Background: an optimization exercise with open tools, aiming at small area, a short achievable clock period and few clock cycles per item. Do not read the settings as production practice. In this exercise RTL edits were held to simulation tests only and were not proved equivalent to the original. The flow treats the clock pin as an ideal source, which a real chip does not have. No activity file was given, so power comes from the tool's default toggle rates.

==> flow/design.v <==
`default_nettype none
package overlap_split_pkg;
  localparam int SAMPLE_W_DEF = 64;
  localparam int HOP_DEF      = 18;
endpackage
`default_nettype wire
`default_nettype none
module split_bank_ram #(
  parameter int SAMPLE_W = 64,
  parameter int DEPTH    = 18
) (
  input  logic                clk,
  input  logic                wr_en,
  input  logic [SAMPLE_W-1:0] wr_data,
  output logic [SAMPLE_W-1:0] ring_in,
  output logic [SAMPLE_W-1:0] rd_data
);
  logic [SAMPLE_W-1:0] ring_q [DEPTH];
  assign rd_data = ring_q[DEPTH-1];
  assign ring_in = wr_en ? wr_data : rd_data;
  always_ff @(posedge clk) begin
    ring_q[0] <= ring_in;
    for (int i = 1; i < DEPTH; i++) begin
      ring_q[i] <= ring_q[i-1];
    end
  end
endmodule
`default_nettype wire
`default_nettype none
import overlap_split_pkg::*;
module overlap_split #(
  parameter int SAMPLE_W = overlap_split_pkg::SAMPLE_W_DEF,
  parameter int HOP      = overlap_split_pkg::HOP_DEF
) (
  input  logic                clk,
  input  logic                reset,
  input  logic [SAMPLE_W-1:0] in_split_pcmSample,
  input  logic                in_split_valid,
  output logic                in_split_ready,
  output logic [SAMPLE_W-1:0] out_split_pcmSample,
  output logic                out_split_valid,
  input  logic                out_split_ready,
  output logic                out_split_last
);
  localparam int PH_W = (HOP > 1) ? $clog2(HOP) : 1;
  localparam int IN_W = $clog2(HOP + 1);
  localparam logic [PH_W-1:0] PH_LAST = PH_W'(HOP - 1);
  logic [PH_W-1:0]     phase_q;     
  logic [PH_W-1:0]     jo_q;        
  logic                half_q;      
  logic [IN_W-1:0]     ji_q;        
  logic                first_q;     
  logic                sync_q;      
  logic                gt_q;        
  logic                in_rdy_q;    
  logic [SAMPLE_W-1:0] out_data_q;
  logic                out_valid_q;
  logic                out_last_q;
  logic                wr_en;
  logic                load;
  logic [SAMPLE_W-1:0] ring_in;
  logic [SAMPLE_W-1:0] old_data;
  logic [PH_W-1:0]     phase_n;
  logic                eoh;         
  logic                sync_n;      
  logic                ge2;         
  logic                rdy_w;       
  logic                rdy_n;       
  assign in_split_ready = in_rdy_q;
  assign wr_en          = in_split_valid && in_rdy_q;
  assign load           = sync_q && (gt_q || wr_en)
                       && (!out_valid_q || out_split_ready);
  split_bank_ram #(
    .SAMPLE_W (SAMPLE_W),
    .DEPTH    (HOP)
  ) u_bank_ram (
    .clk     (clk),
    .wr_en   (in_rdy_q),
    .wr_data (in_split_pcmSample),
    .ring_in (ring_in),
    .rd_data (old_data)
  );
  always_comb begin
    phase_n = (phase_q == PH_LAST) ? '0 : phase_q + PH_W'(1);
    eoh     = (jo_q == PH_LAST);
    sync_n  = (phase_n == jo_q);
    ge2     = (ji_q > IN_W'(jo_q) + IN_W'(1));
    rdy_w   = (ji_q != IN_W'(HOP - 1));
    rdy_n   = half_q && (ji_q != IN_W'(HOP)) && (IN_W'(phase_n) == ji_q);
  end
  always_ff @(posedge clk) begin
    if (!reset) begin
      phase_q     <= PH_W'(1);
      jo_q        <= PH_W'(1);
      half_q      <= 1'b0;
      ji_q        <= '0;
      first_q     <= 1'b1;
      sync_q      <= 1'b1;
      gt_q        <= 1'b1;
      in_rdy_q    <= 1'b0;
      out_data_q  <= '0;
      out_valid_q <= 1'b1;
      out_last_q  <= 1'b0;
    end else begin
      phase_q <= phase_n;
      sync_q  <= load || sync_n;
      if (load) begin
        jo_q <= eoh ? '0 : jo_q + PH_W'(1);
      end
      if (load && eoh) begin
        half_q   <= !half_q;
        ji_q     <= '0;
        gt_q     <= half_q;
        in_rdy_q <= !half_q;
      end else begin
        if (wr_en) ji_q <= ji_q + IN_W'(1);
        if (half_q) begin
          if (wr_en && !load)      gt_q <= 1'b1;
          else if (!wr_en && load) gt_q <= ge2;
        end
        in_rdy_q <= wr_en ? rdy_w : rdy_n;
      end
      if (load) begin
        out_data_q  <= first_q ? '0 : ring_in;
        out_valid_q <= 1'b1;
        out_last_q  <= half_q && eoh;
        if (eoh) first_q <= 1'b0;
      end else if (out_split_ready) begin
        out_valid_q <= 1'b0;
      end
    end
  end
  assign out_split_pcmSample = out_data_q;
  assign out_split_valid     = out_valid_q;
  assign out_split_last      = out_last_q;
endmodule
`default_nettype wire
==> flow/flow/run.sh <==
#!/bin/bash
set -euo pipefail
bash standard.sh \
  "BUFFER_PORTS_ARGS=-buffer_cell sky130_fd_sc_hd__buf_1" \
  MATCH_CELL_FOOTPRINT=0 \
  finish > standard_flow.log 2>&1
==> flow/standard.sh <==
#!/bin/bash
# synth_recipe.tcl (not shown) runs the flow's synth.tcl, then flattens the netlist and writes it again
# the make line also repeats each setting of config.mk as NAME=value (left out here)
make -C /OpenROAD-flow-scripts/flow DESIGN_CONFIG=/design/flow/config.mk WORK_HOME=/design/flow/orfs CLKGATE_MAP_FILE= SYNTH_SCRIPT=/design/flow/synth_recipe.tcl "${@:-finish}"
==> flow/config.mk <==
export PLATFORM = sky130hd
export DESIGN_NAME = overlap_split
export DESIGN_NICKNAME = overlap_split
export VERILOG_FILES = /design/flow/design.v
export SDC_FILE = /design/flow/constraint.sdc
export NUM_CORES = 4
export LEC_CHECK = 0
export CAP_MARGIN = 20
export CORE_MARGIN = 2
export CORE_UTILIZATION = 50
export CTS_BUF_LIST = sky130_fd_sc_hd__clkbuf_16
export CTS_CLUSTER_DIAMETER = 50
export CTS_CLUSTER_SIZE = 25
export PLACE_DENSITY = 0.65
export SETUP_SLACK_MARGIN = 4.5
export SLEW_MARGIN = 20
==> flow/constraint.sdc <==
create_clock -name core_clock -period 7.0 [get_ports {clk}]
set_input_delay 1.4000 -clock core_clock [delete_from_list [all_inputs] [get_ports {clk}]]
set_output_delay 1.4000 -clock core_clock [all_outputs]
set_load 0.01 [all_outputs]
==> results of run 1 <==
## per-layer routing
metal  vias up  GRT usage (%)  share of wire, %
li1       5316              -                 -
met1      5108           17.6                51
met2       174           17.7                42
met3        67           3.25               4.8
met4         0           5.87               2.5
met5         -              0                 0
## final timing paths
check	start	end	slack (ns)	depth (start not counted)
setup / recovery	out_valid_q	out_split_valid	4.53	1
hold / removal	u_bank_ram.ring_q[5][49]	u_bank_ram.ring_q[6][49]	0.31	0
setup reg to reg	in_rdy_q	gt_q	4.73	6
hold reg to reg	u_bank_ram.ring_q[5][49]	u_bank_ram.ring_q[6][49]	0.31	0
## registers in the layout, summed over array words and instances, names as in the netlist
signal and cells:
jo_q 5, phase_q 5, sync_q 1, half_q 1, first_q 1, in_rdy_q 1
out_last_q 1, u_bank_ram.ring_q 1152, gt_q 1, out_valid_q 1, ji_q 5, out_data_q 64
## cell type report
class / count / area (µm²)
sequential: 1238 / 24900
multi-input combinational: 253 / 2200
fill: 4023 / 22300
clock buffer: 72 / 1800
tap: 696 / 871
inverter: 7 / 26.3
clock inverter: 39 / 472
timing repair buffer: 163 / 1200
## power groups by stage
stage | combinational [µW] | sequential (µW) | clock, µW
6_report | 101 | 7050 | 4300
2_1_floorplan | 70.6 | 7210 | 0
5_1_grt | 113 | 7060 | 4710
3_5_place_dp | 94.4 | 7220 | 0
4_1_cts | 96.3 | 7050 | 4440
3_3_place_gp | 89.9 | 7220 | 0
## synth_stat cells, types with 4 or more instances
cell,instances
a21oi_1,11
a22o_1,64
buf_2,15
buf_4,6
clkbuf_1,4
dfxtp_1,1238
ha_1,12
inv_1,6
mux2_2,64
nand2_1,14
nand3_1,8
nor2_1,16
nor3_1,4
o21ai_0,8
xnor2_1,6
xor2_1,11
## cell usage in the layout, fill, tap and decap left out, types with 3 or more instances in the layout
cell type,netlist,final
inv_1,6,7
o21ai_0,8,8
nand3_1,8,8
clkbuf_16,0,72
dfxtp_2,0,66
buf_1,0,67
ha_1,12,12
buf_2,15,3
nor3_1,4,4
clkinv_1,0,6
buf_6,2,61
and2_4,0,3
a22o_1,64,64
a21oi_1,11,11
mux2_2,64,64
nor4_1,3,3
dfxtp_1,1238,1171
nor2_1,16,16
inv_6,0,5
clkinv_8,0,10
buf_4,6,27
nand2_1,14,14
clkinv_2,0,4
xor2_1,11,11
clkbuf_2,0,4
xnor2_1,6,6
inv_8,0,3
clkinvlp_4,0,3
## repair_timing
action / in CTS / in global routing
setup endpoints to repair: 93 / 131
setup buffers: 18 / 8
gates resized for setup: 240 / 20
gates cloned: 0 / 1
## logic make-up after synthesis
| group | after synthesis | synth area share, % |
|---|---|---|
| fa+ha+maj | 12 | 0.553 |
| flops | 1238 | 91.3 |
| buf+inv | 34 | 0.677 |
| xor+xnor | 18 | 0.608 |
| mux | 65 | 2.69 |
| compound gates | 96 | 2.97 |
| simple gates | 61 | 1.23 |
## per-stage QoR
step | instance area (µm²) | instances | utilization [%] | total power, µW
after floorplan | 27200 | 1524 | - | 7290
after global placement | 28400 | 2330 | 52.9 | 7310
after detailed placement | 28400 | 2330 | 52.9 | 7310
after CTS | 31300 | 2459 | 58.3 | 11600
after global routing | 31400 | 2468 | 58.6 | 11900
final | 31400 | 2468 | 58.6 | 11500
==> run summary, run 1 <==
- Drc violations: 0
- Clock buffer depth: 3
- Sw Share: 20.4%
- Setup crit end kind: primary output
- Post-synthesis cell type count: 46
- Congestion Overflow GR: 0
- Routed via count: 10700
- Flop pwr share: 61.6%
- Required time of the critical path: ~5.6 ns
- Tightest Hold Check Type: reg2reg
- Leak: 0.0127 µW
- Post-synthesis sequential area ratio: 91.3%
- Clk sinks: 1238
- Max cap viols: 0
- Syn_nets: 1604
- Tcrit/Tclk final: 35.3%
- Crit path max-delay family: flip-flops
- Combinational power share: less than 1%
- Synthesis Warnings: 3
- Root Driver: clkbuf_16
- Htree depth: 3
- Slowest CP cell: dfxtp_2
- Worst Max-Slew Pin Slew: 0.626 ns
- Share of layout cells above drive strength 1: 19.4%
- Fraction of registers with async set/reset: 0%
- Starting Density: 50.6%
- Final setup margin: 4.53 ns
- Clock Skew: 0.0202 ns
- Worst Path Max Fanout: 2
- Number of antenna violations at the first check in global routing: 1
- Internal: 9120 µW
- Top_reg_cell synth: dfxtp_1
- Antenna Nets Post-Route: 0
- Vias in the first global route: 10700
- Setup TNS Final: 0 ns
- Mapped Cells: around 1500
- Status: no timing/DRC/antenna violations
- Fin. max-slew vios: 0
- Syn Area/Cell: 17.8 µm²
- Die Y: 237 µm
- Clock group share of total power: between 30% and 40%
- Period minus WS final: between 2 and 2.5 ns
- VDD IR max: 0.209 mV
- Worst path cell trace: buf_6
- Total GRT Usage: roughly 12%
- Pre-CTS setup slack: 3.78 ns
- DRT iter0 DRCs: 464
- Hold-fix buffers, CTS: 0
- Cell Rows: 85
- RSZ-0062 raised after global routing: true
- CP Class: reg2out
- Total net switching power: ~2300 µW
- CTS Buf Count: 70
- Worst-skew pair later-pin latency: 0.60 ns
- Synth top area share: 91.3%
- Area delta synth->final: 15.8%
- Hold Vio Cnt, Final: 0
- Hold_ws: 0.313 ns
- Post-synth EDFFs: 0
- Port Buffers: 134
- GPL Wtd Cong: 0.785
- Layout net count: 1813
- Synthesized flop and latch total: 1238
- CTS tree: yes
- Fmax: between 0.4 and 0.5 GHz
- Worst path arrival time: 1.07 ns
- First-pass GRT wire length: 55100 µm
- CP Buf/Inv Count: 1
- Routed WL per cell: 14.2 µm
- Largest net degree at the start of global routing: 71
- CP startpoint kind: register
- Total die area: 0.0562 mm²
- Top cells by area, synth: dfxtp_1 91%, mux2_2 2.7%, a22o_1 2.1%
- Routed WL: 35000 µm
- Dpl hpwl: around 19000 µm
- Pre-Repair DR Iteration Count: 4
- Netlist Area Pre-Place: 0.0272 mm²
- Ports: 135
- Relative slew slack: 58.2%
- DR vias/cell: roughly 4.3
- Leading area contributor after synthesis: dfxtp_1
- Die outline width: 237 µm
- Pwr per Cell Area: 364 mW/mm²
- Final setup violation count: 0
- ANT cells: 0
- Core area: around 0.054 mm²
- Max incr delay on CP: 0.36 ns
- Worst-path clk slew: 0.09 ns
Testbench counts, summed over its fixed seeds: cycles 11,520, blocks 320.
==> run 2: changes to the inputs <==
==> flow/flow/run.sh (replaced) <==
#!/bin/bash
set -euo pipefail
bash standard.sh \
  "BUFFER_PORTS_ARGS=-buffer_cell sky130_fd_sc_hd__buf_1" \
  MATCH_CELL_FOOTPRINT=0 \
  "CTS_ARGS=-sink_clustering_enable -repair_clock_nets -sink_clustering_size 30 -sink_clustering_max_diameter 60 -buf_list sky130_fd_sc_hd__buf_12" \
  finish > standard_flow.log 2>&1
--- a/flow/config.mk
+++ b/flow/config.mk
@@ -10,6 +10,6 @@
 export CORE_UTILIZATION = 50
 export CTS_BUF_LIST = sky130_fd_sc_hd__clkbuf_16
-export CTS_CLUSTER_DIAMETER = 50
-export CTS_CLUSTER_SIZE = 25
+export CTS_CLUSTER_DIAMETER = 60
+export CTS_CLUSTER_SIZE = 30
 export PLACE_DENSITY = 0.65
 export SETUP_SLACK_MARGIN = 4.5
==> run summary, run 2 <==
- Routed WL: ~34000 µm
- Congestion Overflow GR: 0
- Die Y: 237 µm
- Worst Path Max Fanout: 2
- Top cells by area, synth: dfxtp_1 91%, mux2_2 2.7%, a22o_1 2.1%
- Sw Share: 20.6%
- Fraction of registers with async set/reset: 0%
- Port Buffers: 134
- Syn Area/Cell: 17.8 µm²
- Area delta synth->final: 11.2%
- CP startpoint kind: register
- Clock group share of total power: 31.8%
- Worst Max-Slew Pin Slew: 0.665 ns
- Worst-skew pair later-pin latency: 0.57 ns
- Tcrit/Tclk final: 34.9%
- Relative slew slack: 55.7%
- Synthesized flop and latch total: 1238
- DRT iter0 DRCs: 500
- Routed via count: 10500
- Top cells by count, synth: 1238 x dfxtp_1, 64 x a22o_1, 64 x mux2_2
- Core area: ~0.054 mm²
- Mapped Cells: 1524
- Root Driver: buf_12
- First-pass GRT wire length: 53900 µm
- Worst path arrival time: approximately 1.0 ns
- RSZ-0062 raised after global routing: true
- Vias in the first global route: approximately 10000
- DR vias/cell: 4.34
- Number of antenna violations at the first check in global routing: 1
- Tightest Hold Check Type: reg2reg
- Share of layout cells above drive strength 1: between 10% and 20%
- Combinational power share: 1.0%
- Biggest register: u_bank_ram.ring_q
- Leading area contributor after synthesis: dfxtp_1
- Final setup violation count: 0
- Pwr per Cell Area: 348 mW/mm²
- CP Class: reg2out
- Status: no timing/DRC/antenna violations
- Count leader, synth: dfxtp_1
- Starting Density: 50.6%
- Pre-Repair DR Iteration Count: 4
- CTS Buf Count: 52
- Top_reg_cell synth: dfxtp_1
- Drc violations: 0
- Post-synth EDFFs: 0
- Setup crit end kind: primary output
- Internal: roughly 8300 µW
- Flop pwr share: 67.2%
- Die outline width: 237 µm
- Worst path cell trace: buf_6
- Worst-path clk slew: 0.11 ns
- Clock buffer depth: 3
- Netlist Area Pre-Place: 0.0272 mm²
- Max incr delay on CP: 0.37 ns
- Max cap viols: 0
- Total net switching power: 2160 µW
- Required time of the critical path: 5.60 ns
- Most frequent cells in the layout: 1174 x dfxtp_1, 67 x buf_1, 64 x mux2_2, 64 x a22o_1, 63 x dfxtp_2
- Commonest non-fill, non-tap cell in the layout: dfxtp_1
- Antenna Nets Post-Route: 0
- Clock Skew: 0.0200 ns
- Cell Rows: between 80 and 90
- Slowest CP cell: dfxtp_4
- Layout net count: between 1500 and 2000
- CP Buf/Inv Count: 1
- Total die area: 0.0562 mm²
- Regs by FF count: u_bank_ram.ring_q (1152), out_data_q (64)
- CTS tree: yes
- Ports: approximately 140
- Crit path max-delay family: flip-flops
- Largest register FFs: between 1000 and 1500
- Setup TNS Final: 0 ns
- Htree depth: 2
- Syn_nets: ~1600
- Fmax: 0.409 GHz
- Fin. max-slew vios: 0
- Post-synthesis sequential area ratio: 91.3%
- Post-synthesis cell type count: 46
- Dpl hpwl: 18900 µm
- Hold-fix buffers, CTS: 0
- Total GRT Usage: 12.1%
- Leak: ~0.012 µW
- Synthesis Warnings: 3
- Pre-CTS setup slack: 3.78 ns
- Largest net degree at the start of global routing: 38
- Routed WL per cell: 14.0 µm
- Synth top area share: 91.3%
- Hold Vio Cnt, Final: 0
- GPL Wtd Cong: roughly 0.78
- Final setup margin: 4.56 ns
- Fillers: 4170
- Clk sinks: 1238
- Period minus WS final: 2.44 ns
- VDD IR max: between 0.2 and 0.25 mV
==> run 2: cell counts after synthesis <==
No cell type changed its count.
==> run 2: worst paths after layout <==
kind	start	slack [ns]	to	cells past startpoint
max	in_rdy_q	4.56	in_split_ready	1
min	u_bank_ram.ring_q[11][14]	0.32	u_bank_ram.ring_q[12][14]	0
max reg2reg	in_rdy_q	4.65	gt_q	7
min reg2reg	u_bank_ram.ring_q[11][14]	0.32	u_bank_ram.ring_q[12][14]	0
==> run 2: layout make-up <==
class	count	area, µm²	area share [%]
diodes	1	2.50	0.00829
clock inverters	21	249	0.825
inverters	7	26.3	0.0871
multi-input cells	253	2200	7.30
flip-flops and latches	1238	24900	82.4
clock buffers	53	1060	3.52
repair buffers	149	905	3.00
well taps	696	871	2.89
==> run 2: worst reg2reg max path, delay by kind of cell, from the launching register on <==
family,cells,cell delay [ns]
buf+inv,3,0.89
simple gates,2,0.50
compound gates,2,0.47
flops,1,0.37
==> run 2: what timing repair did <==
item,in CTS,in global routing
setup endpoints to repair,132,57
gates cloned,1,0
resized for setup,125,79
buffers inserted,4,8
==> run 2: cell families (layout without fill, tap and decap cells) <==
kind of cell / count (synthesis) / count (layout) / share of synthesized area [%]
compound gates: 96 / 96 / 2.97
xor+xnor: 18 / 18 / 0.608
fa+ha+maj: 12 / 12 / 0.553
buf+inv: 34 / 230 / 0.677
flops: 1238 / 1238 / 91.3
mux: 65 / 65 / 2.69
other cells: 0 / 1 / 0
simple gates: 61 / 62 / 1.23
==> run 2: routing by layer <==
metal / up-vias / GRT usage, % / part of all wire (%)
met1: 5038 / 17.6 / 52
met3: 67 / 3.11 / 4.0
met4: 0 / 4.37 / 2.6
met2: 142 / 17.6 / 42
li1: 5241 / - / -
met5: - / 0 / 0
==> run 2: per-stage QoR <==
step                cell area [µm²]  utilization [%]  hold WS, ns  total power [µW]  std cells
global placement              28400             52.9        0.310              7310       2330
detailed placement            28400             52.9        0.312              7310       2330
finish                        30200             56.2        0.317             10500       2418
floorplan                     27200                -        0.310              7290       1524
global route                  30200             56.2        0.320             10900       2417
CTS                           29900             55.7        0.324             10600       2409
==> run 2: power groups by stage <==
stage          Sequential (µW)  Combinational [µW]  Clock, µW
2_1_floorplan             7210                70.6          0
5_1_grt                   7060                 113       3710
3_3_place_gp              7220                89.9          0
3_5_place_dp              7220                94.4          0
4_1_cts                   7050                 104       3460
6_report                  7050                 103       3340
==> run 3: changes to the inputs <==
==> flow/flow/run.sh (replaced) <==
#!/bin/bash
set -euo pipefail
here="$(pwd)"
bash standard.sh \
  "BUFFER_PORTS_ARGS=-buffer_cell sky130_fd_sc_hd__buf_1" \
  MATCH_CELL_FOOTPRINT=0 \
  "CTS_ARGS=-sink_clustering_enable -repair_clock_nets -sink_clustering_size 30 -sink_clustering_max_diameter 60 -buf_list sky130_fd_sc_hd__buf_12" \
  "POST_CTS_TCL=${here}/flow/extra_repair.tcl" \
  finish > standard_flow.log 2>&1
==> flow/flow/extra_repair.tcl (new file) <==
# Run after clock tree synthesis (POST_CTS_TCL hook). One more setup repair
# pass aimed at the paths from the inputs and between registers. For this
# pass only, the output delay is set to 0, so that repair does not stall on
# the register-to-output paths, whose delay (clock tree, flip-flop, output
# buffer) resizing cannot cut further. The design's output delay is put back
# before the database and constraints are written.
set my_outs [all_outputs]
set my_out_delay [expr {0.2 * $::env(FLOW_PERIOD_NS)}]
set_output_delay 0.0 -clock [get_clocks core_clock] $my_outs
estimate_parasitics -placement
repair_timing -setup -setup_margin $::env(SETUP_SLACK_MARGIN) -repair_tns 100 -verbose
set_output_delay $my_out_delay -clock [get_clocks core_clock] $my_outs
detailed_placement
check_placement -verbose
estimate_parasitics -placement
report_worst_slack -max
==> run summary, run 3 <==
- VDD IR max: 0.231 mV
- Setup crit end kind: primary output
- Total die area: 0.0562 mm²
- Routed via count: 10500
- Simple-gate share of the synthesized area: under 10%
- Tcrit/Tclk final: 34.9%
- Pre-CTS setup slack: 3.78 ns
- Ports: 135
- Regs by FF count: u_bank_ram.ring_q (1152), out_data_q (64)
- Core area: 0.0537 mm²
- Compound-Gate Fraction of Synth Area: 2.97%
- Synthesis Warnings: 3
- Netlist Area Pre-Place: 0.0272 mm²
- Antenna Nets Post-Route: 0
- First-pass GRT wire length: about 54000 µm
- Post-synthesis sequential area ratio: 91.3%
- Area delta synth->final: 11.2%
- Fin. max-slew vios: 0
- Largest register FFs: 1152
- Worst path arrival time: 1.04 ns
- Worst-skew pair later-pin latency: 0.57 ns
- RSZ-0062 raised after global routing: true
- Clock Skew: 0.0200 ns
- Pwr per Cell Area: roughly 350 mW/mm²
- Top cells by count, synth: 1238 x dfxtp_1, 64 x a22o_1, 64 x mux2_2
- Pre-Repair DR Iteration Count: 4
- Worst Max-Slew Pin Slew: 0.665 ns
- Worst path cell trace: buf_6
- Max incr delay on CP: between 0.3 and 0.4 ns
- Final Util: roughly 56%
- Hold Vio Cnt, Final: 0
- CP startpoint kind: register
- Number of antenna violations at the first check in global routing: 1
- Leading area contributor after synthesis: dfxtp_1
- DRT iter0 DRCs: 500
- Status: no timing/DRC/antenna violations
- CP Buf/Inv Count: 1
- Period minus WS final: approximately 2.4 ns
- Required time of the critical path: 5.60 ns
- Count leader, synth: dfxtp_1
- Die outline width: 237 µm
- Starting Density: approximately 51%
- Post-route cell area: 0.0302 mm²
- Congestion Overflow GR: 0
- Final setup violation count: 0
- Fmax: between 0.4 and 0.5 GHz
- Share of layout cells above drive strength 1: between 15 and 20%
- Port Buffers: around 130
- Worst Path Max Fanout: 2
- Relative slew slack: a little under three fifths
- Max cap viols: 0
- Commonest non-fill, non-tap cell in the layout: dfxtp_1
- Slowest CP cell: dfxtp_4
- Synth top area share: between 90 and 100%
- CTS tree: yes
- Leak: 0.0120 µW
- Routed WL per cell: 14.0 µm
- Fraction of registers with async set/reset: 0%
- Hold_ws: 0.317 ns
- Drc violations: 0
- Total GRT Usage: between 10% and 20%
- Worst-path clk slew: 0.11 ns
- DR vias/cell: around 4.3
- Tightest Hold Check Type: reg2reg
- Layout net count: ~1800
- Mapped Cells: 1524
- Syn_nets: roughly 1600
- Cell Rows: 85
- Main combinational cell family by area after synthesis: compound AO/OA/AOI/OAI gates
- Vias in the first global route: about 10000
- Routed WL: about 34000 µm
- Placed cell areas: approximately 0.028 mm²
- Post-synthesis xor/xnor area fraction: 0.608%
- Synthesized flop and latch total: 1238
- Top_reg_cell synth: dfxtp_1
- Crit path max-delay family: flip-flops
- GPL Wtd Cong: 0.785
- Biggest register: u_bank_ram.ring_q
- Clk sinks: about 1200
- Post-synth EDFFs: 0
- Die Y: 237 µm
- Top cells by area, synth: dfxtp_1 91%, mux2_2 2.7%, a22o_1 2.1%
- CP Class: reg2out
- Post-synthesis cell type count: 46
- Most frequent cells in the layout: 1174 x dfxtp_1, 67 x buf_1, 64 x mux2_2, 64 x a22o_1, 63 x dfxtp_2
- Syn Area/Cell: roughly 18 µm²
- Setup TNS Final: 0 ns
- Post-synthesis share of cell area spent on full adders, half adders and majority gates: 0.553%
- Dpl hpwl: 18900 µm
- Multiplexer share of the synthesized area: under 10%
- Largest net degree at the start of global routing: 38
- Final setup margin: 4.56 ns
-- run 3: cell counts in the layout (fill, tap and decap cells not counted) --
No cell type changed its count.
-- run 3: metrics by stage --
step	cells	total power [µW]
2_1_floorplan	1524	7290
3_3_place_gp	2330	7310
3_5_place_dp	2330	7310
5_1_grt	2417	10900
6_report	2418	10500
-- run 3: area by class of cell --
type / instances / area, µm²
antenna: 1 / 2.50
clock buffer: 53 / 1060
clock inverter: 21 / 249
fill: 4170 / 23500
inverter: 7 / 26.3
multi-input combinational: 253 / 2200
sequential: 1238 / 24900
tap: 696 / 871
timing repair buffer: 149 / 905
-- run 3: layer usage --
layer,share of wire (%),vias up,GRT usage (%)
met4,2.6,0,4.37
met2,42,142,17.6
li1,-,5241,-
met5,0,-,0
met3,4.0,67,3.11
met1,52,5038,17.6
-- run 3: worst paths after layout --
path | from | to | slack (ns) | cells after the start
max reg2reg | in_rdy_q | gt_q | 4.65 | 7
max | in_rdy_q | in_split_ready | 4.56 | 1
min | u_bank_ram.ring_q[11][14] | u_bank_ram.ring_q[12][14] | 0.32 | 0
min reg2reg | u_bank_ram.ring_q[11][14] | u_bank_ram.ring_q[12][14] | 0.32 | 0
-- run 3: power breakdown --
group | switching [µW] | internal [µW]
logic | 63.7 | 39.1
clock network | 2080 | 1260
registers | 12.4 | 7040
total | 2160 | 8340
-- run 3: logic make-up after synthesis --
| kind of cell | after synthesis |
|---|---|
| adder cells (fa/ha/maj) | 12 |
| AND/OR/NAND/NOR | 61 |
| flip-flops | 1238 |
| multiplexers | 65 |
| XOR/XNOR | 18 |
| AO/OA/AOI/OAI | 96 |
| buffers and inverters | 34 |
==> run 4: changes to the inputs <==
--- a/flow/flow/extra_repair.tcl
+++ b/flow/flow/extra_repair.tcl
@@ -3,5 +3,6 @@
 # pass only, the output delay is set to 0, so that repair does not stall on
 # the register-to-output paths, whose delay (clock tree, flip-flop, output
-# buffer) resizing cannot cut further. The design's output delay is put back
+# buffer) resizing cannot cut further. It aims 0.3 ns past the flow's own
+# setup margin, as routing later adds delay to these paths. The design's output delay is put back
 # before the database and constraints are written.
 set my_outs [all_outputs]
@@ -9,5 +10,5 @@
 set_output_delay 0.0 -clock [get_clocks core_clock] $my_outs
 estimate_parasitics -placement
-repair_timing -setup -setup_margin $::env(SETUP_SLACK_MARGIN) -repair_tns 100 -verbose
+repair_timing -setup -setup_margin [expr {$::env(SETUP_SLACK_MARGIN) + 0.3}] -repair_tns 100 -verbose
 set_output_delay $my_out_delay -clock [get_clocks core_clock] $my_outs
 detailed_placement
==> run summary, run 4 <==
- Congestion Overflow GR: 0
- Routed via count: around 11000
- Starting Density: ~51%
- Combinational power share: 1.3%
- Pre-Repair DR Iteration Count: 4
- Slowest CP cell: dfxtp_4
- Leak: roughly 0.012 µW
- DRT iter0 DRCs: 485
- Post-synthesis sequential area ratio: 91.3%
- Worst-path clk slew: 0.11 ns
- Netlist Area Pre-Place: 0.0272 mm²
- Top_reg_cell synth: dfxtp_1
- Largest register FFs: about 1200
- R2r endpoint: gt_q
- Relative slew slack: between 60 and 70%
- Die Y: between 200 and 250 µm
- Reg2reg setup slack: ~4.7 ns
- Crit path max-delay family: flip-flops
- Ports: 135
- DR vias/cell: 4.35
- Vias in the first global route: 10400
- Antenna Nets Post-Route: 0
- Worst path arrival time: 1.06 ns
- Setup crit end kind: primary output
- Worst Reg-to-Reg Cells: 6
- Tcrit/Tclk final: 35.2%
- FF-to-FF Start: in_rdy_q
- Hold_ws: 0.317 ns
- Non-filler cells, final: around 2400
- Period minus WS final: 2.46 ns
- Worst Max-Slew Pin Slew: 0.498 ns
- Pre-CTS setup slack: 3.78 ns
- Syn_nets: 1604
- Synthesized flop and latch total: 1238
- Worst path cell trace: clkbuf_2
- Worst-skew pair later-pin latency: about 0.57 ns
- Worst Path Max Fanout: 2
- Dpl hpwl: 18900 µm
- Leading area contributor after synthesis: dfxtp_1
- Fmax: slightly above 0.4 GHz
- Post-synthesis cell type count: 46
- Synthesis Warnings: 3
- Regs by FF count: u_bank_ram.ring_q (1152), out_data_q (64)
- Top cells by area, synth: dfxtp_1 91%, mux2_2 2.7%, a22o_1 2.1%
- Drc violations: 0
- Placed instance count: ~2300
- Hold Vio Cnt, Final: 0
- Die outline width: 237 µm
- Synth top area share: 91.3%
- Top cells by count, synth: 1238 x dfxtp_1, 64 x a22o_1, 64 x mux2_2
- Routed WL: between 30000 and 40000 µm
- Routed WL per cell: 14.5 µm
- Internal: 8360 µW
- Clock Skew: 0.0200 ns
- CP Class: reg2out
- First-pass GRT wire length: 55400 µm
- RSZ-0062 raised after global routing: true
- Number of antenna violations at the first check in global routing: 2
- Fillers: 4153
- Largest net degree at the start of global routing: 38
- Sw Share: 20.6%
- Syn Area/Cell: 17.8 µm²
- Fin. max-slew vios: 0
- Max cap viols: 0
- Commonest non-fill, non-tap cell in the layout: dfxtp_1
- Clk sinks: 1238
- Beginning of the worst hold path: u_bank_ram.ring_q[11][14]
- Required time of the critical path: 5.60 ns
- VDD IR max: 0.231 mV
- Endpoint of the worst hold path: u_bank_ram.ring_q[12][14]
- Fraction of registers with async set/reset: 0%
- Layout net count: 1791
- CTS tree: yes
- Status: no timing/DRC/antenna violations
- Area delta synth->final: 11.8%
- Post-synth EDFFs: 0
- Cell Rows: 85
- Share of layout cells above drive strength 1: 17.6%
- Pwr per Cell Area: roughly 350 mW/mm²
- Setup TNS Final: 0 ns
- Clock group share of total power: roughly a third
- CP Launch Point: in_rdy_q
- Total GRT Usage: approximately 13%
- Port Buffers: 134
- Mapped Cells: 1524
- Total die area: 0.0562 mm²
- Biggest register: u_bank_ram.ring_q
- Hold Crit Depth: 0
- Max incr delay on CP: 0.37 ns
- Pwr Total: 10500 µW
- CP startpoint kind: register
- Final setup violation count: 0
- Tightest Hold Check Type: reg2reg
- Count leader, synth: dfxtp_1
- Final setup margin: 4.54 ns
- Total net switching power: roughly 2200 µW
- GPL Wtd Cong: 0.785
- Core area: 0.0537 mm²
- Most frequent cells in the layout: 1174 x dfxtp_1, 66 x buf_1, 64 x mux2_2, 64 x a22o_1, 63 x dfxtp_2
- CP Buf/Inv Count: 1
- Flop pwr share: ~67%
==> run 4: layer usage <==
layer | track usage (%) | part of all wire (%) | up-vias | routed length (µm)
met5 | 0 | 0 | - | 0
met4 | 4.35 | 2.6 | 0 | 921
met3 | 3.08 | 4.5 | 73 | 1570
met2 | 18.3 | 42 | 159 | 14600
met1 | 18.5 | 51 | 5067 | 18000
li1 | - | - | 5266 | -
==> run 4: worst max-delay path by stage <==
stage                endpoint  slack (ns)  cells after the start
3_3_place_gp           sync_q        3.89                      5
5_1_grt        in_split_ready        4.48                      1
2_1_floorplan        in_rdy_q        4.44                      6
3_5_place_dp           sync_q        3.78                      5
6_report       in_split_ready        4.54                      1
==> run 4: cell families (layout without fill, tap and decap cells) <==
family	after synthesis	in the layout	share of synthesized area [%]
AO/OA/AOI/OAI	96	96	2.97
XOR/XNOR	18	18	0.608
other	0	1	0
AND/OR/NAND/NOR	61	64	1.23
flip-flops	1238	1238	91.3
buffers and inverters	34	238	0.677
adder cells (fa/ha/maj)	12	12	0.553
multiplexers	65	65	2.69
==> run 4: stage by stage <==
stage,cell area [µm²],utilization (%)
global route,30400,56.5
global placement,28400,52.9
finish,30400,56.5
detailed placement,28400,52.9
floorplan,27200,-
==> run 4: power by group through the flow <==
stage	Sequential [µW]	Clock (µW)	Combinational, µW
final	7050	3340	136
after floorplan	7210	0	70.6
after global placement	7220	0	89.9
after detailed placement	7220	0	94.4
after global routing	7060	3710	148
==> run 4: layout make-up <==
cell class                      count  area, µm²  area share [%]
Sequential cell                  1238      24900            81.9
Multi-Input combinational cell    255       2220            7.31
Timing Repair Buffer              157       1070            3.52
Tap cell                          696        871            2.87
Antenna cell                        1       2.50         0.00824
Clock inverter                     21        249           0.820
Inverter                            7       26.3          0.0865
Clock buffer                       53       1060            3.49
==> run 5: changes to the inputs <==
--- a/flow/flow/extra_repair.tcl
+++ b/flow/flow/extra_repair.tcl
@@ -4,6 +4,6 @@
 # the register-to-output paths, whose delay (clock tree, flip-flop, output
 # buffer) resizing cannot cut further. It aims 0.3 ns past the flow's own
-# setup margin, as routing later adds delay to these paths. The design's output delay is put back
-# before the database and constraints are written.
+# setup margin, as routing later adds delay to these paths. The design's
+# output delay is put back before the database and constraints are written.
 set my_outs [all_outputs]
 set my_out_delay [expr {0.2 * $::env(FLOW_PERIOD_NS)}]
==> run summary, run 5 <==
- Sw Share: 20.6%
- Worst-path clk slew: 0.11 ns
- Worst-skew pair later-pin latency: 0.57 ns
- Mapped Cells: around 1500
- Routed WL per cell: 14.5 µm
- FF-to-FF Start: in_rdy_q
- Status: no timing/DRC/antenna violations
- Total GRT Usage: about an eighth
- Internal: roughly 8400 µW
- Top cells by count, synth: 1238 x dfxtp_1, 64 x a22o_1, 64 x mux2_2
- Tightest Hold Check Type: reg2reg
- Critical path depth: 1
- Max incr delay on CP: ~0.37 ns
- Beginning of the worst hold path: u_bank_ram.ring_q[11][14]
- R2r endpoint: gt_q
- Cell Rows: 85
- VDD IR max: around 0.23 mV
- Area delta synth->final: 11.8%
- GPL Wtd Cong: 0.785
- Starting Density: 50.6%
- Tcrit/Tclk final: 35.2%
- Post-synth EDFFs: 0
- Endpoint of the worst hold path: u_bank_ram.ring_q[12][14]
- DR vias/cell: 4.35
- Final setup violation count: 0
- Netlist Area Pre-Place: 0.0272 mm²
- Final Util: between 50% and 60%
- Fmax: 0.406 GHz
- Required time of the critical path: about 5.6 ns
- Core area: ~0.054 mm²
- Pre-Repair DR Iteration Count: 4
- Hold Crit Depth: 0
- Count leader, synth: dfxtp_1
- Biggest register: u_bank_ram.ring_q
- First-pass GRT wire length: 55400 µm
- Congestion Overflow GR: 0
- Routed via count: 10600
- Hold Vio Cnt, Final: 0
- CP Launch Point: in_rdy_q
- Top cells by area, synth: dfxtp_1 91%, mux2_2 2.7%, a22o_1 2.1%
- Post-synthesis sequential area ratio: 91.3%
- CP startpoint kind: register
- CP Buf/Inv Count: 1
- Commonest non-fill, non-tap cell in the layout: dfxtp_1
- Drc violations: 0
- Synthesis Warnings: 3
- Syn_nets: 1604
- Port Buffers: 134
- Top_reg_cell synth: dfxtp_1
- Setup crit end kind: primary output
- Leading area contributor after synthesis: dfxtp_1
- Leak: 0.0121 µW
- Vias in the first global route: 10400
- Clock group share of total power: 31.7%
- Worst Reg-to-Reg Cells: 6
- DRT iter0 DRCs: 485
- Ports: 135
- Largest register FFs: 1152
- Reg2reg setup slack: 4.74 ns
- Slowest CP cell: dfxtp_4
- Post-route cell area: roughly 0.03 mm²
- Share of layout cells above drive strength 1: 17.6%
- Placed cell areas: 0.0284 mm²
- Worst Max-Slew Pin Slew: about 0.50 ns
- Worst Path Max Fanout: 2
- Layout net count: 1791
- Routed WL: 35100 µm
- Combinational power share: approximately 1.3%
- RSZ-0062 raised after global routing: true
- Max cap viols: 0
- Number of antenna violations at the first check in global routing: 2
- Fin. max-slew vios: 0
- Die Y: 237 µm
- Regs by FF count: u_bank_ram.ring_q (1152), out_data_q (64)
- Antenna Nets Post-Route: 0
- Pwr per Cell Area: 347 mW/mm²
- CP Class: reg2out
- Largest net degree at the start of global routing: 38
- CTS tree: yes
- Period minus WS final: about 2.5 ns
- Clk sinks: 1238
- Post-synthesis cell type count: 46
- Flop pwr share: 67.0%
- Worst path arrival time: ~1.1 ns
- Relative slew slack: 66.8%
- Fraction of registers with async set/reset: 0%
- Most frequent cells in the layout: 1174 x dfxtp_1, 66 x buf_1, 64 x mux2_2, 64 x a22o_1, 63 x dfxtp_2
- Dpl hpwl: between 15000 and 20000 µm
- Clock Skew: approximately 0.020 ns
- Worst path cell trace: clkbuf_2
- Synth top area share: 91.3%
- Total net switching power: 2170 µW
- Fillers: 4153
- Die outline width: 237 µm
- Syn Area/Cell: ~18 µm²
- Synthesized flop and latch total: 1238
- Total die area: roughly 0.056 mm²
- Crit path max-delay family: flip-flops
- Setup TNS Final: 0 ns
-- run 5: cell counts in the layout (fill, tap and decap cells not counted) --
Identical to the previous run, type by type.
-- run 5: layout make-up --
type,count,area [µm²],share of cell area [%]
multi-input combinational,255,2220,7.31
timing repair buffer,157,1070,3.52
tap,696,871,2.87
sequential,1238,24900,81.9
inverter,7,26.3,0.0865
clock buffer,53,1060,3.49
antenna,1,2.50,0.00824
clock inverter,21,249,0.820
-- run 5: routing by layer --
layer / track usage, % / up-vias / routed length [µm]
li1: - / 5266 / -
met1: 18.5 / 5067 / 18000
met2: 18.3 / 159 / 14600
met3: 3.08 / 73 / 1570
met4: 4.35 / 0 / 921
met5: 0 / - / 0
-- run 5: through the flow --
stage	hold slack, ns	setup WS (ns)	power, µW	std cells
3_5_place_dp	0.312	3.78	7310	2330
5_1_grt	0.320	4.48	10900	2427
6_report	0.317	4.54	10500	2428
2_1_floorplan	0.310	4.44	7290	1524
3_3_place_gp	0.310	3.89	7310	2330
-- run 5: how the worst max path moves through the flow --
stage	to	slack, ns
floorplan	in_rdy_q	4.44
finish	in_split_ready	4.54
detailed placement	sync_q	3.78
global route	in_split_ready	4.48
global placement	sync_q	3.89
-- run 5: power groups by stage --
| stage | combinational, µW | clock, µW | sequential, µW |
|---|---|---|---|
| 2_1_floorplan | 70.6 | 0 | 7210 |
| 3_3_place_gp | 89.9 | 0 | 7220 |
| 3_5_place_dp | 94.4 | 0 | 7220 |
| 5_1_grt | 148 | 3710 | 7060 |
| 6_report | 136 | 3340 | 7050 |
-- run 5: cells by family after synthesis --
kind of cell	synth area share, %
flip-flops	91.3
AND/OR/NAND/NOR	1.23
AO/OA/AOI/OAI	2.97
multiplexers	2.69
XOR/XNOR	0.608
adder cells (fa/ha/maj)	0.553
buffers and inverters	0.677
==> run 6: changes to the inputs <==
==> flow/flow/run.sh (replaced) <==
#!/bin/bash
set -euo pipefail
here="$(pwd)"
bash standard.sh \
  "BUFFER_PORTS_ARGS=-buffer_cell sky130_fd_sc_hd__buf_1" \
  MATCH_CELL_FOOTPRINT=0 \
  "CTS_ARGS=-sink_clustering_enable -repair_clock_nets -sink_clustering_size 30 -sink_clustering_max_diameter 70 -buf_list sky130_fd_sc_hd__buf_12" \
  "POST_CTS_TCL=${here}/flow/extra_repair.tcl" \
  finish > standard_flow.log 2>&1
==> run summary, run 6 <==
- Crit path max-delay family: flip-flops
- DRT iter0 DRCs: between 400 and 500
- Synth top area share: 91.3%
- Top cells by area, synth: dfxtp_1 91%, mux2_2 2.7%, a22o_1 2.1%
- VDD IR max: around 0.23 mV
- Die outline width: 237 µm
- Sw Share: 20.3%
- CP Class: reg2out
- Cell Rows: 85
- Syn Area/Cell: 17.8 µm²
- Share of layout cells above drive strength 1: 16.8%
- Post-synth EDFFs: 0
- First-pass GRT wire length: 53700 µm
- Port Buffers: about 130
- Post-synthesis cell type count: 46
- Fraction of registers with async set/reset: 0%
- Post-synthesis sequential area ratio: 91.3%
- Mapped Cells: about 1500
- Worst-path clk slew: 0.11 ns
- Setup TNS Final: 0 ns
- Congestion Overflow GR: 0
- Number of antenna violations at the first check in global routing: 2
- Register Area: 0.0249 mm²
- CP startpoint kind: register
- Antenna Nets Post-Route: 0
- Pre-CTS setup slack: between 3 and 4 ns
- Routed WL: 33800 µm
- Clock Skew: 0.0252 ns
- Flop pwr share: about 68%
- RSZ-0062 raised after global routing: true
- Period minus WS final: 2.44 ns
- Leading area contributor after synthesis: dfxtp_1
- Dpl hpwl: 18900 µm
- Area delta synth->final: 10.8%
- GPL Wtd Cong: between 0.7 and 0.8
- Final setup violation count: 0
- Clock group share of total power: a little under a third
- ANT cells: 0
- Synthesized flop and latch total: ~1200
- Syn_nets: 1604
- Vias in the first global route: 10300
- Clk sinks: roughly 1200
- Combinational power share: 1.0%
- Max incr delay on CP: around 0.37 ns
- Top cells by count, synth: 1238 x dfxtp_1, 64 x a22o_1, 64 x mux2_2
- Largest net degree at the start of global routing: 38
- Layout net count: around 1800
- Fillers: 4175
- Worst-skew pair later-pin latency: roughly 0.57 ns
- Max cap viols: 0
- Slowest CP cell: dfxtp_2
- Drc violations: 0
- Worst Max-Slew Pin Slew: 0.656 ns
- Worst Path Max Fanout: 2
- Setup crit end kind: primary output
- Fin. max-slew vios: 0
- Ports: about 140
- Top_reg_cell synth: dfxtp_1
- Status: no timing/DRC/antenna violations
- Total net switching power: 2110 µW
- Relative slew slack: 56.3%
- Most frequent cells in the layout: 1171 x dfxtp_1, 67 x buf_1, 66 x dfxtp_2
- Leak: ~0.012 µW
- Area of the multi-input gates: between 0.002 and 0.0025 mm²
- Required time of the critical path: 5.60 ns
- Starting Density: 50.6%
- Internal: 8250 µW
- Biggest register: u_bank_ram.ring_q
- Count leader, synth: dfxtp_1
- Final setup margin: between 4 and 5 ns
- Synthesis Warnings: 3
- Fmax: 0.410 GHz
- Total die area: 0.0562 mm²
- Largest register FFs: roughly 1200
- CP Buf/Inv Count: 1
- Commonest non-fill, non-tap cell in the layout: dfxtp_1
- Regs by FF count: u_bank_ram.ring_q (1152), out_data_q (64)
- Tightest Hold Check Type: reg2reg
- CTS tree: yes
- Core area: 0.0537 mm²
- Pwr per Cell Area: 344 mW/mm²
- Routed WL per cell: approximately 14 µm
- Pre-Repair DR Iteration Count: 4
- Hold Vio Cnt, Final: 0
- Total GRT Usage: 12.1%
- Tcrit/Tclk final: 34.9%
- Worst path arrival time: 1.04 ns
- Routed via count: 10400
- Die Y: ~240 µm
- DR vias/cell: 4.33
- Worst path cell trace: buf_6
- Netlist Area Pre-Place: 0.0272 mm²
## run 6: cell counts after synthesis
Identical to the previous run, type by type.
## run 6: kinds of logic (layout without fill, tap and decap cells)
| logic type | Yosys count | in the layout | synth area share, % |
|---|---|---|---|
| flip-flops | 1238 | 1238 | 91.3 |
| AO/OA/AOI/OAI | 96 | 96 | 2.97 |
| multiplexers | 65 | 65 | 2.69 |
| AND/OR/NAND/NOR | 61 | 62 | 1.23 |
| buffers and inverters | 34 | 220 | 0.677 |
| XOR/XNOR | 18 | 18 | 0.608 |
| adder cells (fa/ha/maj) | 12 | 12 | 0.553 |
## run 6: layout make-up
| class | count | area share [%] |
|---|---|---|
| Clock buffer | 50 | 3.33 |
| Sequential cell | 1238 | 82.7 |
| Multi-Input combinational cell | 253 | 7.32 |
| Clock inverter | 14 | 0.591 |
| Inverter | 7 | 0.0873 |
| Tap cell | 696 | 2.89 |
| Timing Repair Buffer | 149 | 3.11 |
## run 6: worst paths after layout
kind | start | end | slack (ns) | depth (start not counted)
worst max-delay path | out_data_q[7] | out_split_pcmSample[7] | 4.56 | 1
worst min register to register | u_bank_ram.ring_q[14][14] | u_bank_ram.ring_q[15][14] | 0.31 | 0
worst max register to register | in_rdy_q | gt_q | 4.74 | 6
worst min-delay path | u_bank_ram.ring_q[14][14] | u_bank_ram.ring_q[15][14] | 0.31 | 0
## run 6: per-layer routing
| layer | track usage, % | vias up | wire (µm) |
|---|---|---|---|
| met5 | 0 | - | 0 |
| met4 | 4.20 | 0 | 841 |
| met3 | 3.15 | 69 | 1690 |
| met2 | 17.4 | 158 | 13900 |
| met1 | 17.8 | 4970 | 17500 |
| li1 | - | 5226 | - |
## run 6: power groups by stage
stage / registers [µW] / logic, µW / clock network (µW)
global route: 7060 / 113 / 3570
finish: 7050 / 102 / 3210
detailed placement: 7220 / 94.4 / 0
floorplan: 7210 / 70.6 / 0
global placement: 7220 / 89.9 / 0
## run 6: through the flow
stage	util (%)	std cells	power, µW	hold WS, ns	area [µm²]
floorplan	-	1524	7290	0.310	27200
global placement	52.9	2330	7310	0.310	28400
detailed placement	52.9	2330	7310	0.312	28400
global route	56.0	2407	10700	0.308	30100
finish	56.0	2407	10400	0.306	30100
==> run 7: changes to the inputs <==
--- a/flow/design.v
+++ b/flow/design.v
@@ -13,12 +13,10 @@
   input  logic                wr_en,
   input  logic [SAMPLE_W-1:0] wr_data,
-  output logic [SAMPLE_W-1:0] ring_in,
   output logic [SAMPLE_W-1:0] rd_data
 );
   logic [SAMPLE_W-1:0] ring_q [DEPTH];
-  assign rd_data = ring_q[DEPTH-1];
-  assign ring_in = wr_en ? wr_data : rd_data;
+  assign rd_data = ring_q[0];
   always_ff @(posedge clk) begin
-    ring_q[0] <= ring_in;
+    ring_q[0] <= wr_en ? wr_data : ring_q[DEPTH-1];
     for (int i = 1; i < DEPTH; i++) begin
       ring_q[i] <= ring_q[i-1];
@@ -59,16 +57,18 @@
   logic                wr_en;
   logic                load;
-  logic [SAMPLE_W-1:0] ring_in;
-  logic [SAMPLE_W-1:0] old_data;
+  logic [SAMPLE_W-1:0] ring_data;
   logic [PH_W-1:0]     phase_n;
+  logic [PH_W-1:0]     jo_n;
   logic                eoh;         
   logic                sync_n;      
   logic                ge2;         
   logic                rdy_w;       
-  logic                rdy_n;       
+  logic                rdy_e;       
+  logic                jo_gt;       
+  logic                jo_gt1;      
+  logic                jo_ge;       
   assign in_split_ready = in_rdy_q;
   assign wr_en          = in_split_valid && in_rdy_q;
-  assign load           = sync_q && (gt_q || wr_en)
-                       && (!out_valid_q || out_split_ready);
+  assign load           = sync_q && gt_q && (!out_valid_q || out_split_ready);
   split_bank_ram #(
     .SAMPLE_W (SAMPLE_W),
@@ -78,18 +78,21 @@
     .wr_en   (in_rdy_q),
     .wr_data (in_split_pcmSample),
-    .ring_in (ring_in),
-    .rd_data (old_data)
+    .rd_data (ring_data)
   );
   always_comb begin
     phase_n = (phase_q == PH_LAST) ? '0 : phase_q + PH_W'(1);
     eoh     = (jo_q == PH_LAST);
-    sync_n  = (phase_n == jo_q);
+    jo_n    = eoh ? '0 : jo_q + PH_W'(1);
+    sync_n  = (phase_n == jo_n);
     ge2     = (ji_q > IN_W'(jo_q) + IN_W'(1));
     rdy_w   = (ji_q != IN_W'(HOP - 1));
-    rdy_n   = half_q && (ji_q != IN_W'(HOP)) && (IN_W'(phase_n) == ji_q);
+    rdy_e   = (ji_q != IN_W'(HOP)) && (IN_W'(phase_n) == ji_q);
+    jo_gt   = (IN_W'(jo_q) > ji_q);
+    jo_gt1  = (IN_W'(jo_q) > ji_q + IN_W'(1));
+    jo_ge   = (IN_W'(jo_q) >= ji_q);
   end
   always_ff @(posedge clk) begin
     if (!reset) begin
-      phase_q     <= PH_W'(1);
+      phase_q     <= PH_W'(2);
       jo_q        <= PH_W'(1);
       half_q      <= 1'b0;
@@ -105,22 +108,21 @@
       phase_q <= phase_n;
       sync_q  <= load || sync_n;
-      if (load) begin
-        jo_q <= eoh ? '0 : jo_q + PH_W'(1);
-      end
+      if (load) jo_q <= jo_n;
+      if (load && eoh) half_q <= !half_q;
+      if (load && eoh && half_q) ji_q <= '0;
+      else if (wr_en)            ji_q <= ji_q + IN_W'(1);
       if (load && eoh) begin
-        half_q   <= !half_q;
-        ji_q     <= '0;
-        gt_q     <= half_q;
-        in_rdy_q <= !half_q;
+        gt_q     <= half_q || wr_en || (ji_q != '0);
+        in_rdy_q <= !half_q && (wr_en ? rdy_w : rdy_e);
       end else begin
-        if (wr_en) ji_q <= ji_q + IN_W'(1);
         if (half_q) begin
           if (wr_en && !load)      gt_q <= 1'b1;
           else if (!wr_en && load) gt_q <= ge2;
         end
-        in_rdy_q <= wr_en ? rdy_w : rdy_n;
+        if (wr_en) in_rdy_q <= rdy_w && (half_q || (load ? jo_gt : jo_gt1));
+        else       in_rdy_q <= rdy_e && (half_q || (load ? jo_ge : jo_gt));
       end
       if (load) begin
-        out_data_q  <= first_q ? '0 : ring_in;
+        out_data_q  <= first_q ? '0 : ring_data;
         out_valid_q <= 1'b1;
         out_last_q  <= half_q && eoh;
==> flow/flow/run.sh (replaced) <==
#!/bin/bash
set -euo pipefail
bash standard.sh \
  "BUFFER_PORTS_ARGS=-buffer_cell sky130_fd_sc_hd__buf_1" \
  MATCH_CELL_FOOTPRINT=0 \
  finish > standard_flow.log 2>&1
removed: flow/flow/extra_repair.tcl
==> run summary, run 7 <==
- Status: no timing/DRC/antenna violations
- R2r endpoint: in_rdy_q
- Non-filler cells, final: 2480
- Synthesized flop and latch total: around 1200
- Top_reg_cell synth: dfxtp_1
- FF-to-FF Start: ji_q[1]
- GPL Wtd Cong: a little under 0.8
- Syn_nets: 1660
- Htree depth: 2
- CP Buf/Inv Count: 1
- Core area: 0.0540 mm²
- CTS Buf Count: 52
- Regs by FF count: u_bank_ram.ring_q (1152), out_data_q (64)
- Worst path cell trace: buf_6
- Synth top area share: 90.5%
- RSZ-0062 raised after global routing: true
- Starting Density: 50.7%
- Port Buffers: 134
- Die Y: approximately 240 µm
- Post-route cell area: just over 0.03 mm²
- Placed cell areas: 0.0287 mm²
- Fmax: 0.404 GHz
- Routed WL: 36400 µm
- Drc violations: 0
- Netlist Area Pre-Place: approximately 0.027 mm²
- Pwr per Cell Area: between 300 and 400 mW/mm²
- Clock Skew: 0.0196 ns
- Hold-fix buffers, CTS: 0
- Area delta synth->final: 13.7%
- Vias in the first global route: 10900
- Synthesis Warnings: 3
- Hold Vio Cnt, Final: 0
- DRT iter0 DRCs: approximately 400
- Hold Crit Depth: 0
- Clk sinks: roughly 1200
- Fraction of registers with async set/reset: 0%
- Total die area: 0.0566 mm²
- Number of antenna violations at the first check in global routing: 2
- Final setup violation count: 0
- Worst Max-Slew Pin Slew: about 0.66 ns
- Fin. max-slew vios: 0
- First-pass GRT wire length: around 57000 µm
- CTS tree: yes
- Post-synthesis sequential area ratio: 90.5%
- Commonest non-fill, non-tap cell in the layout: dfxtp_1
- Tightest Hold Check Type: reg2reg
- Leak: 0.0126 µW
- Worst Reg-to-Reg Cells: 10
- Post-synth EDFFs: 0
- Crit path max-delay family: flip-flops
- Cell Rows: 85
- Share of layout cells above drive strength 1: 17.7%
- Reg2reg setup slack: 4.63 ns
- Largest net degree at the start of global routing: 37
- Dpl hpwl: between 15000 and 20000 µm
- Syn Area/Cell: 17.4 µm²
- Mapped Cells: 1570
- Pre-Repair DR Iteration Count: 4
- Placed instance count: 2373
- Setup crit end kind: primary output
- Root Driver: clkbuf_16
- Tcrit/Tclk final: 35.4%
- Worst-skew pair later-pin latency: 0.61 ns
- Top cells by area, synth: dfxtp_1 91%, mux2_2 2.6%, a22o_1 2.0%
- Total GRT Usage: 13.0%
- Die outline width: 238 µm
- Layout net count: ~1800
- Endpoint of the worst hold path: u_bank_ram.ring_q[14][31]
- Post-synthesis cell type count: 40
- Biggest register: u_bank_ram.ring_q
- Max cap viols: 0
- Worst Path Max Fanout: 2
- Worst path arrival time: 1.08 ns
- Congestion Overflow GR: 0
- Setup TNS Final: 0 ns
- CP startpoint kind: register
- Worst-path clk slew: 0.10 ns
- Largest register FFs: 1152
- Routed WL per cell: 14.7 µm
- Routed via count: 10800
- Top cells by count, synth: 1238 x dfxtp_1, 64 x a22o_1, 64 x mux2_2
- Slowest CP cell: dfxtp_2
- Most frequent cells in the layout: 1169 x dfxtp_1, 68 x dfxtp_2, 68 x buf_6
- Required time of the critical path: approximately 5.6 ns
- CP Class: reg2out
- Period minus WS final: 2.48 ns
- Clock buffer depth: 3
- Relative slew slack: 55.6%
- DR vias/cell: around 4.4
- VDD IR max: approximately 0.28 mV
- Beginning of the worst hold path: u_bank_ram.ring_q[13][31]
- Leading area contributor after synthesis: dfxtp_1
- Hold_ws: 0.321 ns
- Max incr delay on CP: 0.37 ns
- Ports: 135
- Count leader, synth: dfxtp_1
- Antenna Nets Post-Route: 0
-- run 7: cell count changes after synthesis, sizes merged, moves of 3 or more --
cell and change:
a21boi +3, a31oi +5, and2 +4, and3 +3
buf -14, clkbuf +16, ha +10, inv +5
nand2 +3, nor2 +4, xnor2 +8, xor2 -4
-- run 7: worst max-delay path by stage --
stage	start	to	slack (ns)	cells past startpoint
global placement	out_split_ready	out_data_q[14]	3.48	6
detailed placement	out_split_ready	out_data_q[60]	3.41	6
global route	out_data_q[45]	out_split_pcmSample[45]	4.45	1
CTS	in_rdy_q	in_split_ready	4.46	1
finish	out_data_q[8]	out_split_pcmSample[8]	4.52	1
floorplan	out_split_ready	out_data_q[14]	4.52	6
-- run 7: report_power, final --
| group | switching (µW) | total (µW) | internal, µW |
|---|---|---|---|
| registers | 155 | 7750 | 7590 |
| clock network | 2050 | 3600 | 1550 |
| logic | 108 | 198 | 90.0 |
| total | 2310 | 11500 | 9230 |
-- run 7: logic make-up (layout without fill, tap and decap cells) --
group,Yosys count,count (layout),share of synthesized area [%]
DFF,1238,1238,90.5
and+or+nand+nor,78,80,1.54
AOI/OAI and AO/OA,105,105,2.99
other,0,2,0
adders and majority gates,22,22,1.01
buffers and inverters,41,251,0.599
xor gates and xnor gates,22,22,0.704
muxes,64,64,2.63
-- run 7: per-stage QoR --
step                total power, µW  setup slack (ns)  util [%]
finish                        11500              4.52      57.6
global route                  12000              4.45      57.6
CTS                           11700              4.46      57.5
detailed placement             8090              3.41      53.1
global placement               8070              3.48      53.1
floorplan                      7970              4.52         -
-- run 7: final cells by class --
cell class	count	area, µm²
Sequential cell	1238	24900
Fill cell	4111	22900
Multi-Input combinational cell	293	2470
Clock buffer	53	1330
Timing Repair Buffer	161	1230
Tap cell	696	871
Clock inverter	25	312
Inverter	12	45.0
Antenna cell	2	5.00
-- run 7: metal layers --
layer  track usage, %  vias up  wire length (µm)
met3             2.70       73              1590
met4             4.60        0              1040
met5                0        -                 0
met1             18.5     5145             18400
li1                 -     5423                 -
met2             19.7      180             15400
-- run 7: repair_timing --
item | 4_1_cts | 5_1_grt
gates cloned | 2 | 0
gates resized for setup | 274 | 7
pin swaps | 1 | 0
setup endpoints to repair | 133 | 98
setup buffers | 22 | 3
Testbench counts of run 7, summed over its fixed seeds: cycles 11,520, blocks 320.
==> run 8: changes to the inputs <==
--- a/flow/config.mk
+++ b/flow/config.mk
@@ -8,9 +8,9 @@
 export CAP_MARGIN = 20
 export CORE_MARGIN = 2
-export CORE_UTILIZATION = 50
+export CORE_UTILIZATION = 70
 export CTS_BUF_LIST = sky130_fd_sc_hd__clkbuf_16
 export CTS_CLUSTER_DIAMETER = 60
 export CTS_CLUSTER_SIZE = 30
-export PLACE_DENSITY = 0.65
+export PLACE_DENSITY = 0.8
 export SETUP_SLACK_MARGIN = 4.5
 export SLEW_MARGIN = 20
==> run summary, run 8 <==
- Starting Density: slightly above 70%
- Worst Max-Slew Pin Slew: 0.770 ns
- Internal: 9110 µW
- GPL Wtd Cong: 0.811
- Setup crit end kind: register
- Sw Share: 20.1%
- Hold_ws: 0.325 ns
- Regs by FF count: u_bank_ram.ring_q (1152), out_data_q (64)
- Core area: 0.0386 mm²
- Routed WL: 43200 µm
- Die Y: slightly above 200 µm
- Layout net count: 1854
- Worst Path Max Fanout: 32
- Tightest Hold Check Type: reg2reg
- Max cap viols: 0
- Port Buffers: 134
- Tcrit/Tclk final: 36.2%
- Top cells by area, synth: dfxtp_1 91%, mux2_2 2.6%, a22o_1 2.0%
- Pre-Repair DR Iteration Count: 8
- Netlist Area Pre-Place: 0.0274 mm²
- DRT iter0 DRCs: 511
- CP startpoint kind: input pin
- Pwr per Cell Area: 371 mW/mm²
- Synthesized flop and latch total: 1238
- Leading area contributor after synthesis: dfxtp_1
- CTS tree: yes
- Clock group share of total power: around 30%
- Cell Rows: 72
- Worst-skew pair later-pin latency: 0.61 ns
- Share of layout cells above drive strength 1: roughly 18%
- Root Driver: clkbuf_16
- Syn Area/Cell: 17.4 µm²
- Fin. max-slew vios: 0
- Ports: 135
- Synthesis Warnings: 3
- Dpl hpwl: 21400 µm
- Fmax: 0.394 GHz
- RSZ-0062 raised after global routing: true
- Setup TNS Final: 0 ns
- Required time of the critical path: 7.53 ns
- First-pass GRT wire length: ~66000 µm
- Leak: between 0.01 and 0.015 µW
- Commonest non-fill, non-tap cell in the layout: dfxtp_1
- Worst-path clk slew: 0.11 ns
- Antenna Nets Post-Route: 0
- Fraction of registers with async set/reset: 0%
- Routed via count: 11200
- Die outline width: slightly above 200 µm
- Top cells by count, synth: 1238 x dfxtp_1, 64 x a22o_1, 64 x mux2_2
- Clk sinks: 1238
- Most frequent cells in the layout: 1169 x dfxtp_1, 66 x buf_1, 65 x dfxtp_2, 65 x buf_6
- Post-synthesis cell type count: 40
- Synth top area share: 90.5%
- CP Class: in2reg
- Count leader, synth: dfxtp_1
- Hold-fix buffers, CTS: 0
- Area delta synth->final: 12.4%
- Post-synthesis sequential area ratio: 90.5%
- CTS Buf Count: just under 50
- Largest register FFs: between 1000 and 1500
- Biggest register: u_bank_ram.ring_q
- VDD IR max: 0.291 mV
- Status: no timing/DRC/antenna violations
- Worst path arrival time: 3.07 ns
- DR vias/cell: 4.87
- Syn_nets: 1660
- Crit path max-delay family: simple AND/OR/NAND/NOR gates
- Combinational power share: 1.8%
- Total net switching power: ~2300 µW
- Routed WL per cell: 18.8 µm
- Congestion Overflow GR: 0
- Hold Vio Cnt, Final: 0
- Drc violations: 0
- Vias in the first global route: 11700
- Max incr delay on CP: 0.69 ns
- Clock buffer depth: 3
- Top_reg_cell synth: dfxtp_1
- Number of antenna violations at the first check in global routing: 0
- Largest net degree at the start of global routing: 35
- Relative slew slack: 48.0%
- Worst path cell trace: buf_1 > nand2b_4 > and3_1 > and3_4 > a22o_1
- Htree depth: 2
- Period minus WS final: 2.54 ns
- Final setup violation count: 0
- Slowest CP cell: and3_4
- CP Buf/Inv Count: 1
- Mapped Cells: 1570
- Total die area: 0.0407 mm²
- Total GRT Usage: 21.4%
- Flop pwr share: 68.2%
- Clock Skew: 0.0174 ns
- Post-synth EDFFs: 0
run 8: kinds of logic (layout without fill, tap and decap cells):
kind of cell | after synthesis | after routing | share of synthesized area [%]
AO/OA/AOI/OAI | 105 | 105 | 2.99
other | 0 | 1 | 0
multiplexers | 64 | 64 | 2.63
XOR/XNOR | 22 | 22 | 0.704
flip-flops | 1238 | 1238 | 90.5
adder cells (fa/ha/maj) | 22 | 22 | 1.01
buffers and inverters | 41 | 246 | 0.599
AND/OR/NAND/NOR | 78 | 80 | 1.54
run 8: worst paths after layout:
path | slack, ns | to | startpoint | cells after the start
worst min register to register | 0.33 | u_bank_ram.ring_q[2][7] | u_bank_ram.ring_q[1][7] | 0
worst max-delay path | 4.46 | out_data_q[41] | out_split_ready | 5
worst max register to register | 4.57 | in_rdy_q | ji_q[0] | 10
worst min-delay path | 0.33 | u_bank_ram.ring_q[2][7] | u_bank_ram.ring_q[1][7] | 0
run 8: worst reg2reg max path, cell delays in order, from the launching register on:
cell and delay [ns]:
dfxtp_2 0.45, ha_1 0.27, nand3_1 0.12, xnor2_1 0.15, ha_1 0.32, nand4_1 0.14
o22ai_1 0.10, a211oi_1 0.24, nor2_1 0.11, a2111oi_2 0.32, nor4_2 0.09
run 8: per-layer routing:
metal	part of all wire (%)	up-vias	global-route usage [%]
met5	0	-	0
met4	3.1	0	8.19
met3	4.0	93	3.55
met2	48	232	35.5
met1	45	5423	28.7
li1	-	5424	-
run 8: power by group through the flow:
stage	Combinational [µW]	Clock [µW]	Sequential [µW]
2_1_floorplan	133	0	7840
3_3_place_gp	168	0	7890
3_5_place_dp	178	0	7930
4_1_cts	203	3460	7780
5_1_grt	226	3720	7830
6_report	209	3420	7780
run 8: per-stage QoR:
stage	instances	setup WS (ns)	util (%)	power, µW	cell area (µm²)
floorplan	1570	4.52	-	7970	27400
global placement	2195	3.58	73.6	8060	28400
detailed placement	2195	3.39	73.6	8110	28400
CTS	2285	4.47	79.2	11400	30600
global route	2295	4.43	79.6	11800	30800
finish	2296	4.46	79.6	11400	30800
run 8: layout make-up:
type | count | area [µm²]
inverter | 12 | 45.0
clock buffer | 51 | 1280
clock inverter | 13 | 165
fill | 1865 | 7870
sequential | 1238 | 24900
antenna | 1 | 2.50
multi-input combinational | 293 | 2480
tap | 518 | 648
timing repair buffer | 170 | 1280
run 8: repair_timing:
item,4_1_cts,5_1_grt
pin swaps,0,0
gates resized for setup,255,25
buffers inserted,24,10
gates cloned,2,0
setup endpoints to repair,106,64

what the ideal ports hide:
No port has a modelled driver above. Below, the same layouts with a new extraction and two added sets of constraints.
Step 1 assumes that a clkbuf_16 drives the clock port and a buf_2 every other input.
Step 2 also shifts input and output timing later by t, the mid clock arrival at the registers, as if the neighbouring blocks saw the same clock.
a / b / c = ideal / step 1 / step 2; a / b = the first two.
| run | shift t [ns] | slack for setup (ns) | hold WS [ns] | latest minus earliest clock arrival (ns) | worst slew at a driven data input, ns |
|---|---|---|---|---|---|
| run 1 | 0.647 | 4.526 / 4.471 / 3.966 | 0.313 / 0.313 / 0.313 | 0.031 / 0.031 | 0.04 |
| run 2 | 0.615 | 4.557 / 4.500 / 3.986 | 0.317 / 0.317 / 0.317 | 0.025 / 0.025 | 0.04 |
| run 3 | 0.615 | 4.557 / 4.500 / 3.986 | 0.317 / 0.317 / 0.317 | 0.025 / 0.025 | 0.04 |
| run 4 | 0.617 | 4.538 / 4.480 / 4.186 | 0.317 / 0.317 / 0.317 | 0.026 / 0.025 | 0.04 |
| run 5 | 0.617 | 4.538 / 4.480 / 4.186 | 0.317 / 0.317 / 0.317 | 0.026 / 0.025 | 0.04 |
| run 6 | 0.615 | 4.559 / 4.502 / 3.984 | 0.306 / 0.306 / 0.306 | 0.029 / 0.029 | 0.04 |
| run 7 | 0.655 | 4.522 / 4.470 / 3.934 | 0.321 / 0.321 / 0.321 | 0.023 / 0.022 | 0.10 |
| run 8 | 0.655 | 4.463 / 4.439 / 3.836 | 0.325 / 0.325 / 0.325 | 0.022 / 0.023 | 0.05 |
After both steps every run listed still meets setup and hold. For run 8, which loses most, drivers alone change the setup slack by -0.024 ns; drivers and shift together by -0.627 ns.
